From an optimization exercise on the open Yosys and OpenROAD flow, aimed at small area, a short achievable clock period and few clock cycles; shortcuts taken in it are not production practice. Function was checked by simulation only, so behaviour that the tests miss may differ from the original. Power is estimated from default activity; no workload was simulated.

== harbor ==
Design word_pair_proximity_scanner, start of the top module:
module word_pair_proximity_scanner (
    input  logic                          i_clk,
    input  logic                          i_rst_n,
    input  logic                          i_valid,
    output logic                          o_stall,
    input  logic [wpp_pkg::CH_W-1:0]      i_ch,
    input  logic                          i_is_final,
    output logic                          o_valid,
    input  logic                          i_stall,
    output logic                          o_found,
    output logic [wpp_pkg::DIST_W-1:0]    o_distance_x2,
    input  logic                          i_cfg_wr_en,
    input  logic [wpp_pkg::CFG_IDX_W-1:0] i_cfg_index,
    input  logic [wpp_pkg::CFG_W-1:0]     i_cfg_data
);
For scale: ~1,200 cells after synthesis, roughly 240 flip-flops, roughly 100 I/O pins.
clock: 11.0 ns
lec_check: 0
cap_margin: 20
core_margin: 2
core_utilization: 50
cts_cluster_diameter: 120
cts_cluster_size: 24
slew_margin: 20
standard.sh (not shown) runs the stock make flow with config.mk's settings and CLKGATE_MAP_FILE= SYNTH_SCRIPT=/design/flow/synth_recipe.tcl, a recipe that flattens the netlist after the stock synthesis.
==> flow/flow/run.sh <==
#!/bin/bash
# The standard layout, with plain buffers (buf_2) on the ports instead of the default
# port buffer cell, and timing repair asked to leave 7.8 ns of setup slack
# ORFS's own logs stay under orfs/logs; make's output goes to standard_make.log
set -euo pipefail
export BUFFER_PORTS_ARGS="-buffer_cell sky130_fd_sc_hd__buf_2"
export SETUP_SLACK_MARGIN=7.8
bash standard.sh > standard_make.log 2>&1
harbor reached the final stage; the timing, design-rule and antenna checks on its layout passed.
Testbench counts of harbor, summed over its fixed seeds: cycles 79,669.
For ember, these inputs were changed with respect to harbor:
==> flow/flow/run.sh <==
#!/bin/bash
# The standard layout, with plain buffers (buf_1) on the ports instead of the default
# port buffer cell, and timing repair asked to leave 7.8 ns of setup slack
# ORFS's own logs stay under orfs/logs; make's output goes to standard_make.log
set -euo pipefail
export BUFFER_PORTS_ARGS="-buffer_cell sky130_fd_sc_hd__buf_1"
export SETUP_SLACK_MARGIN=7.8
bash standard.sh > standard_make.log 2>&1
-- flow/config.mk --
<<< harbor, line 8
export CAP_MARGIN = 20
export CORE_MARGIN = 2
export CORE_UTILIZATION = 50
export CTS_CLUSTER_DIAMETER = 120
export CTS_CLUSTER_SIZE = 24
>>> ember, line 8
export CAP_MARGIN = 20
export CORE_MARGIN = 2
export CORE_UTILIZATION = 40
export CTS_CLUSTER_DIAMETER = 120
export CTS_CLUSTER_SIZE = 24
## What came out
Cmp ember vs harbor: post-layout total power higher in ember
Going from harbor to ember, core utilization lower, number of detailed-routing iterations run before antenna repair higher.
Setup changes, ember to raven
==> flow/flow/run.sh <==
#!/bin/bash
# The standard layout, with plain buffers (buf_1) on the ports instead of the default
# port buffer cell, and timing repair asked to leave 8.0 ns of setup slack
# ORFS's own logs stay under orfs/logs; make's output goes to standard_make.log
set -euo pipefail
export BUFFER_PORTS_ARGS="-buffer_cell sky130_fd_sc_hd__buf_1"
export SETUP_SLACK_MARGIN=8.0
bash standard.sh > standard_make.log 2>&1
### Flow results
When raven is set beside ember, its post-route cell area turns out to be 4.6% larger.
Summary of raven over ember: hold slack higher; multi-input combinational area share lower; core utilization higher.
From ember to raven the numbers moved as follows: final cell count without fillers picked up an extra 39, fmax rose 2.7%.
raven and ember ended up with roughly the same total placed instance area.
raven: number of buffers other than clock buffers in the final layout is 36 higher than what ember reported.
What nickel does differently from raven at the input level:
==> flow/flow/run.sh <==
#!/bin/bash
# The standard layout, with plain buffers (buf_2) on the ports instead of the default
# port buffer cell, and timing repair asked to leave 7.8 ns of setup slack
# ORFS's own logs stay under orfs/logs; make's output goes to standard_make.log
set -euo pipefail
export BUFFER_PORTS_ARGS="-buffer_cell sky130_fd_sc_hd__buf_2"
export SETUP_SLACK_MARGIN=7.8
bash standard.sh > standard_make.log 2>&1
-- flow/config.mk --
<<< raven, line 9
export CORE_MARGIN = 2
export CORE_UTILIZATION = 40
export CTS_CLUSTER_DIAMETER = 120
export CTS_CLUSTER_SIZE = 24
export SLEW_MARGIN = 20
>>> nickel, line 9
export CORE_MARGIN = 2
export CORE_UTILIZATION = 40
export CTS_CLUSTER_DIAMETER = 100
export CTS_CLUSTER_SIZE = 20
export SLEW_MARGIN = 20
--- outcome ---
Compared with raven, in nickel maximum resistive drop on vdd went up 0.023 mV; starting density of the core did not really move.
As far as worst setup margin is concerned, nickel and raven perform about the same.
Cell count (lower): nickel
The shortest period the worst path allows of raven and that of nickel are within noise of each other.
[nickel] clock-pin slew on the worst setup and hold paths fell 0.02 ns relative to raven
Comparing routed wire length for nickel and raven, the smaller number came from nickel.
Diff raven -> nickel | proportion of power drawn by combinational gates | decrease of 1.3 points
Max clock-net power across nickel and raven: nickel

-- static timing again, ports no longer ideal --
The results above use ideal ports. As a check the final layouts listed here were re-extracted and re-timed, cells and wires unchanged. Step 1: set_driving_cell puts a clkbuf_16 on i_clk and a buf_2 on each other input, an assumption about the parent block. Step 2 adds t to the input delays and takes it off the output delays; t is the mean of the earliest and latest rising clock arrival at the registers after step 1. Input paths then give back, and output paths get back, about the clock's delay inside the block. Slacks: ideal / step 1 / step 2; pairs: ideal / step 1.
| run | shift t [ns] | slack for setup (ns) | clock arrival spread, ns |
|---|---|---|---|
| harbor | 0.536 | 7.830 / 7.781 / 7.438 | 0.027 / 0.027 |
| ember | 0.534 | 7.738 / 7.766 / 7.233 | 0.023 / 0.023 |
| raven | 0.535 | 7.824 / 7.771 / 7.488 | 0.026 / 0.026 |
| nickel | 0.543 | 7.823 / 7.774 / 7.383 | 0.025 / 0.026 |
After both steps setup and hold are still met in every run listed. The setup slack of ember, which loses most, moves by +0.028 ns with the drivers and by -0.505 ns with both steps.
